This is an optimization exercise on Yosys and OpenROAD, whose aim is small area and a short achievable clock period, not a production implementation.
RTL that was checked went through simulation tests only; none was proved equivalent to the original.
Power figures rest on the tool's default switching activity, not on a simulated workload.

==> v3 <==
==> flow/design.v <==
package icache_pkg;
    typedef logic [32-1:0] addr_t;
    typedef logic [32-3-1:0] line_addr_t;
    typedef logic [64-1:0] block_t;
    typedef logic [4-1:0] mem_tag_t;
    localparam int LINE_IDX_BITS = $clog2(8);
    typedef logic [LINE_IDX_BITS-1:0] line_idx_t;
endpackage
module plru_tree (
    input  logic       clock,
    input  logic       reset,
    input  logic       i_touch_valid,
    input  logic [2:0] i_touch_index,
    output logic [2:0] o_victim_index
);
    logic [6:0] tree_q;
    always_ff @(posedge clock) begin
        if (reset) begin
            tree_q <= '0;
        end else if (i_touch_valid) begin
            tree_q[0] <= ~i_touch_index[2];
            tree_q[1 + i_touch_index[2]] <= ~i_touch_index[1];
            tree_q[3 + i_touch_index[2:1]] <= ~i_touch_index[0];
        end
    end
    assign o_victim_index[2] = tree_q[0];
    assign o_victim_index[1] = tree_q[1 + o_victim_index[2]];
    assign o_victim_index[0] = tree_q[3 + o_victim_index[2:1]];
endmodule
module icache_lines (
    input  logic                       clock,
    input  logic                       reset,
    input  logic [1:0]                 i_fetch_valid,
    input  icache_pkg::addr_t [1:0]    i_fetch_addr,
    input  icache_pkg::line_addr_t     i_snoop_line,
    input  logic                       i_fill_valid,
    input  icache_pkg::line_addr_t     i_fill_line,
    input  icache_pkg::block_t         i_fill_data,
    output logic [1:0]                 o_hit,
    output icache_pkg::block_t [1:0]   o_data,
    output logic                       o_snoop_hit,
    output logic                       o_full
);
    localparam int LINES = 8;
    localparam int ADDR_BITS = 32;
    localparam int OFFSET = 3;
    logic [LINES-1:0] valid_q;
    icache_pkg::line_addr_t       tag_q [0:LINES-1];
    icache_pkg::block_t           data_q [0:LINES-1];
    logic [LINES-1:0] match [0:1];
    logic [2:0]       victim_idx;
    logic [LINES-1:0] free_oh;
    logic [LINES-1:0] fill_oh;
    logic [2:0]       fill_idx;
    always_comb begin
        for (int p = 0; p < 2; p++) begin
            o_data[p] = '0;
            for (int i = 0; i < LINES; i++) begin
                match[p][i] = i_fetch_valid[p] && valid_q[i]
                              && (tag_q[i] == i_fetch_addr[p][ADDR_BITS-1:OFFSET]);
                o_data[p] = o_data[p] | ({64{match[p][i]}} & data_q[i]);
            end
            o_hit[p] = |match[p];
        end
    end
    always_comb begin
        o_snoop_hit = 1'b0;
        for (int i = 0; i < LINES; i++) begin
            o_snoop_hit = o_snoop_hit | (valid_q[i] && (tag_q[i] == i_snoop_line));
        end
    end
    assign o_full = &valid_q;
    always_comb begin
        for (int i = 0; i < LINES; i++) begin
            free_oh[i] = !valid_q[i];
            for (int j = 0; j < i; j++) begin
                free_oh[i] = free_oh[i] && valid_q[j];
            end
        end
    end
    always_comb begin
        for (int i = 0; i < LINES; i++) begin
            fill_oh[i] = o_full ? (victim_idx == 3'(i)) : free_oh[i];
        end
        fill_idx[0] = fill_oh[1] | fill_oh[3] | fill_oh[5] | fill_oh[7];
        fill_idx[1] = fill_oh[2] | fill_oh[3] | fill_oh[6] | fill_oh[7];
        fill_idx[2] = fill_oh[4] | fill_oh[5] | fill_oh[6] | fill_oh[7];
    end
    plru_tree u_plru (
        .clock         (clock),
        .reset         (reset),
        .i_touch_valid (i_fill_valid),
        .i_touch_index (fill_idx),
        .o_victim_index(victim_idx)
    );
    always_ff @(posedge clock) begin
        if (reset) begin
            valid_q <= '0;
        end else if (i_fill_valid) begin
            valid_q <= valid_q | fill_oh;
        end
    end
    always_ff @(posedge clock) begin
        for (int i = 0; i < LINES; i++) begin
            if (i_fill_valid && fill_oh[i]) begin
                tag_q[i] <= i_fill_line;
                data_q[i] <= i_fill_data;
            end
        end
    end
endmodule
module fill_mshr (
    input  logic                   clock,
    input  logic                   reset,
    input  icache_pkg::line_addr_t [2:0] i_snoop_line,
    input  logic                   i_push,
    input  icache_pkg::mem_tag_t   i_push_tag,
    input  icache_pkg::line_addr_t i_push_line,
    input  icache_pkg::mem_tag_t   i_ret_tag,
    output logic [2:0]             o_snoop_hit,
    output logic                   o_fill_valid,
    output icache_pkg::line_addr_t o_fill_line
);
    localparam int DEPTH = 16;
    localparam int PTR_BITS = $clog2(DEPTH);
    localparam int LINE_BITS = 32 - 3;
    logic [DEPTH-1:0] valid_q;
    icache_pkg::mem_tag_t         tag_q [0:DEPTH-1];
    icache_pkg::line_addr_t       line_q [0:DEPTH-1];
    logic [PTR_BITS-1:0] head_q;
    logic [PTR_BITS-1:0] tail_q;
    logic [DEPTH-1:0]    head_oh;
    logic [DEPTH-1:0]    tail_oh;
    logic push_ok;
    logic pop;
    icache_pkg::mem_tag_t head_tag;
    logic                 head_valid;
    always_comb begin
        for (int i = 0; i < DEPTH; i++) begin
            head_oh[i] = (head_q == PTR_BITS'(i));
            tail_oh[i] = (tail_q == PTR_BITS'(i));
        end
    end
    always_comb begin
        head_tag = '0;
        head_valid = 1'b0;
        o_fill_line = '0;
        for (int i = 0; i < DEPTH; i++) begin
            head_tag = head_tag | ({4{head_oh[i]}} & tag_q[i]);
            head_valid = head_valid | (head_oh[i] & valid_q[i]);
            o_fill_line = o_fill_line | ({LINE_BITS{head_oh[i]}} & line_q[i]);
        end
    end
    assign push_ok = i_push && (i_push_tag != '0);
    assign pop = head_valid && (i_ret_tag != '0) && (i_ret_tag == head_tag);
    assign o_fill_valid = pop;
    always_comb begin
        for (int s = 0; s < 3; s++) begin
            o_snoop_hit[s] = 1'b0;
            for (int i = 0; i < DEPTH; i++) begin
                o_snoop_hit[s] = o_snoop_hit[s] | (valid_q[i] && (line_q[i] == i_snoop_line[s]));
            end
        end
    end
    always_ff @(posedge clock) begin
        if (reset) begin
            head_q <= '0;
            tail_q <= '0;
            valid_q <= '0;
        end else begin
            if (pop) begin
                head_q <= head_q + 1'b1;
            end
            if (push_ok) begin
                tail_q <= tail_q + 1'b1;
            end
            for (int i = 0; i < DEPTH; i++) begin
                if (push_ok && tail_oh[i]) begin
                    valid_q[i] <= 1'b1;
                end else if (pop && head_oh[i]) begin
                    valid_q[i] <= 1'b0;
                end
            end
        end
    end
    always_ff @(posedge clock) begin
        for (int i = 0; i < DEPTH; i++) begin
            if (push_ok && tail_oh[i]) begin
                tag_q[i] <= i_push_tag;
                line_q[i] <= i_push_line;
            end
        end
    end
endmodule
module stream_prefetcher (
    input  logic                   clock,
    input  logic                   reset,
    input  logic [1:0]             i_miss_port,
    input  icache_pkg::line_addr_t [1:0] i_port_line,
    input  logic [1:0]             i_port_mshr_hit,
    input  logic                   i_cand_mshr_hit,
    input  logic                   i_next_cache_hit,
    input  logic                   i_next_mshr_hit,
    input  logic                   i_cache_full,
    input  logic                   i_accepted,
    output icache_pkg::line_addr_t o_next_line,
    output icache_pkg::line_addr_t o_cand_line,
    output logic                   o_req_valid,
    output icache_pkg::addr_t      o_req_addr
);
    localparam int DEPTH = 7;
    localparam int OFFSET = 3;
    localparam int COUNT_BITS = $clog2(DEPTH + 1);
    localparam int MODE = 0;
    logic                   miss_seen_q;
    icache_pkg::line_addr_t miss_line_q;
    logic                   stream_q;
    icache_pkg::line_addr_t next_q;
    logic [COUNT_BITS-1:0]  count_q;
    logic                   miss_valid;
    icache_pkg::line_addr_t miss_line;
    logic                   new_miss;
    logic                   miss_mshr_hit;
    logic                   stream_ok;
    logic                   cand_valid;
    logic                   suppressed;
    logic                   advance;
    assign miss_valid = |i_miss_port;
    assign miss_line = i_miss_port[0] ? i_port_line[0] : i_port_line[1];
    generate
        if (MODE == 2) begin : g_port
            logic [1:0] port_new;
            assign port_new[0] = !miss_seen_q || (i_port_line[0] != miss_line_q);
            assign port_new[1] = !miss_seen_q || (i_port_line[1] != miss_line_q);
            assign new_miss = i_miss_port[0] ? port_new[0] : (i_miss_port[1] && port_new[1]);
            assign miss_mshr_hit = i_miss_port[0] ? i_port_mshr_hit[0] : i_port_mshr_hit[1];
        end else begin : g_line
            assign new_miss = miss_valid && (!miss_seen_q || (miss_line != miss_line_q));
            assign miss_mshr_hit = (MODE == 1) ? i_port_mshr_hit[0] : i_cand_mshr_hit;
        end
    endgenerate
    assign stream_ok = stream_q && (!i_cache_full || (count_q != COUNT_BITS'(DEPTH)));
    assign cand_valid = new_miss || stream_ok;
    assign suppressed = new_miss ? miss_mshr_hit
                                 : (i_next_cache_hit || ((MODE == 0) ? i_cand_mshr_hit : i_next_mshr_hit));
    assign o_req_valid = cand_valid && !suppressed;
    assign advance = cand_valid && (suppressed || i_accepted);
    assign o_next_line = next_q;
    assign o_cand_line = new_miss ? miss_line : next_q;
    assign o_req_addr = {o_cand_line, {OFFSET{1'b0}}};
    always_ff @(posedge clock) begin
        if (reset) begin
            miss_seen_q <= 1'b0;
            stream_q <= 1'b0;
            count_q <= '0;
        end else begin
            if (!miss_valid) begin
                miss_seen_q <= 1'b0;
            end
            if (new_miss) begin
                count_q <= '0;
            end
            if (advance) begin
                if (new_miss) begin
                    miss_seen_q <= 1'b1;
                    stream_q <= 1'b1;
                end else if (count_q != COUNT_BITS'(DEPTH)) begin
                    count_q <= count_q + 1'b1;
                end
            end
        end
    end
    always_ff @(posedge clock) begin
        if (advance) begin
            next_q <= o_cand_line + 1'b1;
            if (new_miss) begin
                miss_line_q <= miss_line;
            end
        end
    end
endmodule
module icache_subsystem (
    input  logic                     clock,
    input  logic                     reset,
    input  logic [1:0]               i_fetch_valid,
    input  icache_pkg::addr_t [1:0]  i_fetch_addr,
    input  logic                     i_mem_req_accepted,
    input  icache_pkg::mem_tag_t     i_mem_req_tag,
    input  icache_pkg::mem_tag_t     i_mem_data_tag,
    input  icache_pkg::block_t       i_mem_data,
    output logic [1:0]               o_hit,
    output icache_pkg::block_t [1:0] o_data,
    output logic                     o_mem_req_valid,
    output icache_pkg::addr_t        o_mem_req_addr
);
    localparam int ADDR_BITS = 32;
    localparam int OFFSET = 3;
    localparam int MODE = 0;
    icache_pkg::line_addr_t [1:0] port_line;
    logic [1:0]             miss_port;
    icache_pkg::line_addr_t next_line;
    icache_pkg::line_addr_t cand_line;
    icache_pkg::line_addr_t [2:0] snoop_line;
    logic [2:0]             mshr_snoop_hit;
    logic                   next_cache_hit;
    logic                   cache_full;
    logic [1:0]             port_mshr_hit;
    logic                   cand_mshr_hit;
    logic                   next_mshr_hit;
    logic                   fill_valid;
    icache_pkg::line_addr_t fill_line;
    assign port_line[0] = i_fetch_addr[0][ADDR_BITS-1:OFFSET];
    assign port_line[1] = i_fetch_addr[1][ADDR_BITS-1:OFFSET];
    assign miss_port[0] = i_fetch_valid[0] && !o_hit[0];
    assign miss_port[1] = !miss_port[0] && i_fetch_valid[1] && !o_hit[1];
    icache_lines u_lines (
        .clock        (clock),
        .reset        (reset),
        .i_fetch_valid(i_fetch_valid),
        .i_fetch_addr (i_fetch_addr),
        .i_snoop_line (next_line),
        .i_fill_valid (fill_valid),
        .i_fill_line  (fill_line),
        .i_fill_data  (i_mem_data),
        .o_hit        (o_hit),
        .o_data       (o_data),
        .o_snoop_hit  (next_cache_hit),
        .o_full       (cache_full)
    );
    generate
        if (MODE == 2) begin : g_snoop2
            assign snoop_line[0] = port_line[0];
            assign snoop_line[1] = port_line[1];
            assign snoop_line[2] = next_line;
            assign port_mshr_hit = mshr_snoop_hit[1:0];
            assign cand_mshr_hit = 1'b0;
            assign next_mshr_hit = mshr_snoop_hit[2];
        end else if (MODE == 1) begin : g_snoop1
            assign snoop_line[0] = miss_port[0] ? port_line[0] : port_line[1];
            assign snoop_line[1] = next_line;
            assign snoop_line[2] = '0;
            assign port_mshr_hit = {1'b0, mshr_snoop_hit[0]};
            assign cand_mshr_hit = 1'b0;
            assign next_mshr_hit = mshr_snoop_hit[1];
        end else begin : g_snoop0
            assign snoop_line[0] = cand_line;
            assign snoop_line[1] = '0;
            assign snoop_line[2] = '0;
            assign port_mshr_hit = '0;
            assign cand_mshr_hit = mshr_snoop_hit[0];
            assign next_mshr_hit = 1'b0;
        end
    endgenerate
    fill_mshr u_mshr (
        .clock       (clock),
        .reset       (reset),
        .i_snoop_line(snoop_line),
        .i_push      (i_mem_req_accepted),
        .i_push_tag  (i_mem_req_tag),
        .i_push_line (cand_line),
        .i_ret_tag   (i_mem_data_tag),
        .o_snoop_hit (mshr_snoop_hit),
        .o_fill_valid(fill_valid),
        .o_fill_line (fill_line)
    );
    stream_prefetcher u_prefetch (
        .clock           (clock),
        .reset           (reset),
        .i_miss_port     (miss_port),
        .i_port_line     (port_line),
        .i_port_mshr_hit (port_mshr_hit),
        .i_cand_mshr_hit (cand_mshr_hit),
        .i_next_cache_hit(next_cache_hit),
        .i_next_mshr_hit (next_mshr_hit),
        .i_cache_full    (cache_full),
        .i_accepted      (i_mem_req_accepted),
        .o_next_line     (next_line),
        .o_cand_line     (cand_line),
        .o_req_valid     (o_mem_req_valid),
        .o_req_addr      (o_mem_req_addr)
    );
endmodule
==> flow/run.sh <==
#!/bin/bash
# synth_recipe.tcl (not shown) runs the flow's synth.tcl, then flattens the netlist and writes it again
# the make line also repeats each setting of config.mk as NAME=value (left out here)
make -C /OpenROAD-flow-scripts/flow DESIGN_CONFIG=/design/flow/config.mk WORK_HOME=/design/flow/orfs CLKGATE_MAP_FILE= SYNTH_SCRIPT=/design/flow/synth_recipe.tcl finish
==> flow/config.mk <==
export PLATFORM = sky130hd
export DESIGN_NAME = icache_subsystem
export DESIGN_NICKNAME = icache_subsystem
export VERILOG_FILES = /design/flow/design.v
export SDC_FILE = /design/flow/constraint.sdc
export NUM_CORES = 4
export LEC_CHECK = 0
export CAP_MARGIN = 20
export CORE_MARGIN = 2
export CORE_UTILIZATION = 40
export SETUP_SLACK_MARGIN = 5
export SLEW_MARGIN = 20
==> flow/constraint.sdc <==
create_clock -name core_clock -period 15.0 [get_ports {clock}]
set_input_delay 3.0000 -clock core_clock [delete_from_list [all_inputs] [get_ports {clock}]]
set_output_delay 3.0000 -clock core_clock [all_outputs]
set_load 0.01 [all_outputs]
==> v23 (differences from v3) <==
--- a/flow/design.v
+++ b/flow/design.v
@@ -212,5 +212,5 @@
     localparam int OFFSET = 3;
     localparam int COUNT_BITS = $clog2(DEPTH + 1);
-    localparam int MODE = 0;
+    localparam int MODE = 2;
     logic                   miss_seen_q;
     icache_pkg::line_addr_t miss_line_q;
@@ -296,5 +296,5 @@
     localparam int ADDR_BITS = 32;
     localparam int OFFSET = 3;
-    localparam int MODE = 0;
+    localparam int MODE = 2;
     icache_pkg::line_addr_t [1:0] port_line;
     logic [1:0]             miss_port;
--- a/flow/config.mk
+++ b/flow/config.mk
@@ -6,5 +6,5 @@
 export NUM_CORES = 4
 export LEC_CHECK = 0
-export CAP_MARGIN = 20
+export CAP_MARGIN = 30
 export CORE_MARGIN = 2
 export CORE_UTILIZATION = 40
==> v1 (differences from v3) <==
--- a/flow/design.v
+++ b/flow/design.v
@@ -212,5 +212,5 @@
     localparam int OFFSET = 3;
     localparam int COUNT_BITS = $clog2(DEPTH + 1);
-    localparam int MODE = 0;
+    localparam int MODE = 2;
     logic                   miss_seen_q;
     icache_pkg::line_addr_t miss_line_q;
@@ -296,5 +296,5 @@
     localparam int ADDR_BITS = 32;
     localparam int OFFSET = 3;
-    localparam int MODE = 0;
+    localparam int MODE = 2;
     icache_pkg::line_addr_t [1:0] port_line;
     logic [1:0]             miss_port;
--- a/flow/config.mk
+++ b/flow/config.mk
@@ -6,7 +6,9 @@
 export NUM_CORES = 4
 export LEC_CHECK = 0
-export CAP_MARGIN = 20
+export CAP_MARGIN = 30
 export CORE_MARGIN = 2
-export CORE_UTILIZATION = 40
+export CORE_UTILIZATION = 45
+export CTS_BUF_LIST = sky130_fd_sc_hd__clkbuf_8
+export CTS_CLUSTER_SIZE = 24
 export SETUP_SLACK_MARGIN = 5
 export SLEW_MARGIN = 20
==> notes <==
v1 passed the timing, design-rule and antenna checks. v3 produced a clean layout. v23 ran to the end with no violations. Sequential power is about the same in v1 and v3. Against v1, the total power of v3 is larger by about 9%. In v1 the die area is lower than in v3, by 5.9%. In v23 the count of clock-buffer cells in the layout is lower than in v3, by 8. In flip-flop and latch count, v3 and v23 do not differ. Of v1 and v23, v1 has the higher critical path depth (gap 5). Cell count: v3 is larger than v1 (about 5%). Between v1 and v3, the lower synthesized cell count is in v3 (gap 3.1%, measured against v3). Via count: v23 is lower than v3 (about 3.3%). The highest worst hold slack belongs to v3, the lowest to v1.
==> figures <==
Terminating pin of the worst hold path: v3 u_prefetch.stream_q; v23 u_prefetch.stream_q; v1 u_mshr.valid_q[0]
Result of the run: v3 complete, no violations; v23 complete, no violations; v1 complete, no violations
Number of distinct library cells after synthesis: v3 104; v23 74; v1 74
Arithmetic-cell share of the synthesized area counting full adders, half adders and majority gates: v3 0.189%; v23 0.178%; v1 0.178%
Area of the multi-input gates: v3 31200 um^2; v23 34300 um^2; v1 34300 um^2
Fillers: v3 15700; v23 17200; v1 14700
RR Endpoint: v3 u_prefetch.next_q[28]; v23 u_prefetch.next_q[0]; v1 u_prefetch.miss_line_q[0]
Worst IR drop on VDD: v3 0.000114 V; v23 0.000123 V; v1 0.000103 V
Switching fraction of total power: v3 29.2%; v23 28.8%; v1 31.0%
Slew of the pin with the lowest slew margin: v3 1.31 ns; v23 1.27 ns; v1 1.23 ns
Die H: v3 431 um; v23 443 um; v1 418 um
FMAX: v3 0.0824 GHz; v23 0.0978 GHz; v1 0.0978 GHz
Maximum single-stage delay on the critical path: v3 0.62 ns; v23 0.67 ns; v1 0.59 ns
Top cell type's share of synthesized area: v3 54.7%; v23 51.7%; v1 51.7%
HPWL Detailed: v3 328 mm; v23 289 mm; v1 288 mm
Area fraction in compound gates after synthesis: v3 17.4%; v23 9.22%; v1 9.22%
Total non-filler cell area in the finished layout: v3 93600 um^2; v23 90400 um^2; v1 89700 um^2
Metal1 wirelength: v3 168 mm; v23 154 mm; v1 157 mm
Starting utilization of the core area: v3 40.3%; v23 40.2%; v1 45.1%
Headroom to the max-slew limit: v3 12.8%; v23 15.5%; v1 17.9%
Worst hold path startpoint: v3 u_prefetch.stream_q; v23 u_prefetch.stream_q; v1 u_mshr.valid_q[0]
Sequential fraction of design power: v3 43.2%; v23 43.7%; v1 47.2%
Only the layout flow was run in v3; the RTL was not checked for function there.

re-timing with driven ports:
The flow's constraints put no driver on any port. The routed layouts listed below were extracted and timed again, unchanged, in two steps.
Step 1 (the two cells are an assumption about what drives the block):
set clk [get_ports {clock}]
set_driving_cell -lib_cell sky130_fd_sc_hd__clkbuf_16 $clk
set_driving_cell -lib_cell sky130_fd_sc_hd__buf_2 [delete_from_list [all_inputs] $clk]
Step 2, shift: input delay + t, output delay - t, t = (earliest + latest rising clock arrival at the registers) / 2. This alone moves slack from input paths to output paths.
a / b / c = ideal / step 1 / step 2; a / b = the first two.
run	t, ns	setup WS [ns]	worst hold slack (ns)
v3	0.935	2.869 / 2.828 / 2.828	0.486 / 0.486 / 0.486
v23	0.972	4.777 / 4.748 / 4.748	0.483 / 0.483 / 0.483
v1	1.141	4.779 / 4.751 / 4.751	0.482 / 0.482 / 0.482
After both steps every run listed still meets setup and hold. The setup slack of v3, which loses most, moves by -0.041 ns with the drivers and by -0.041 ns with both steps.
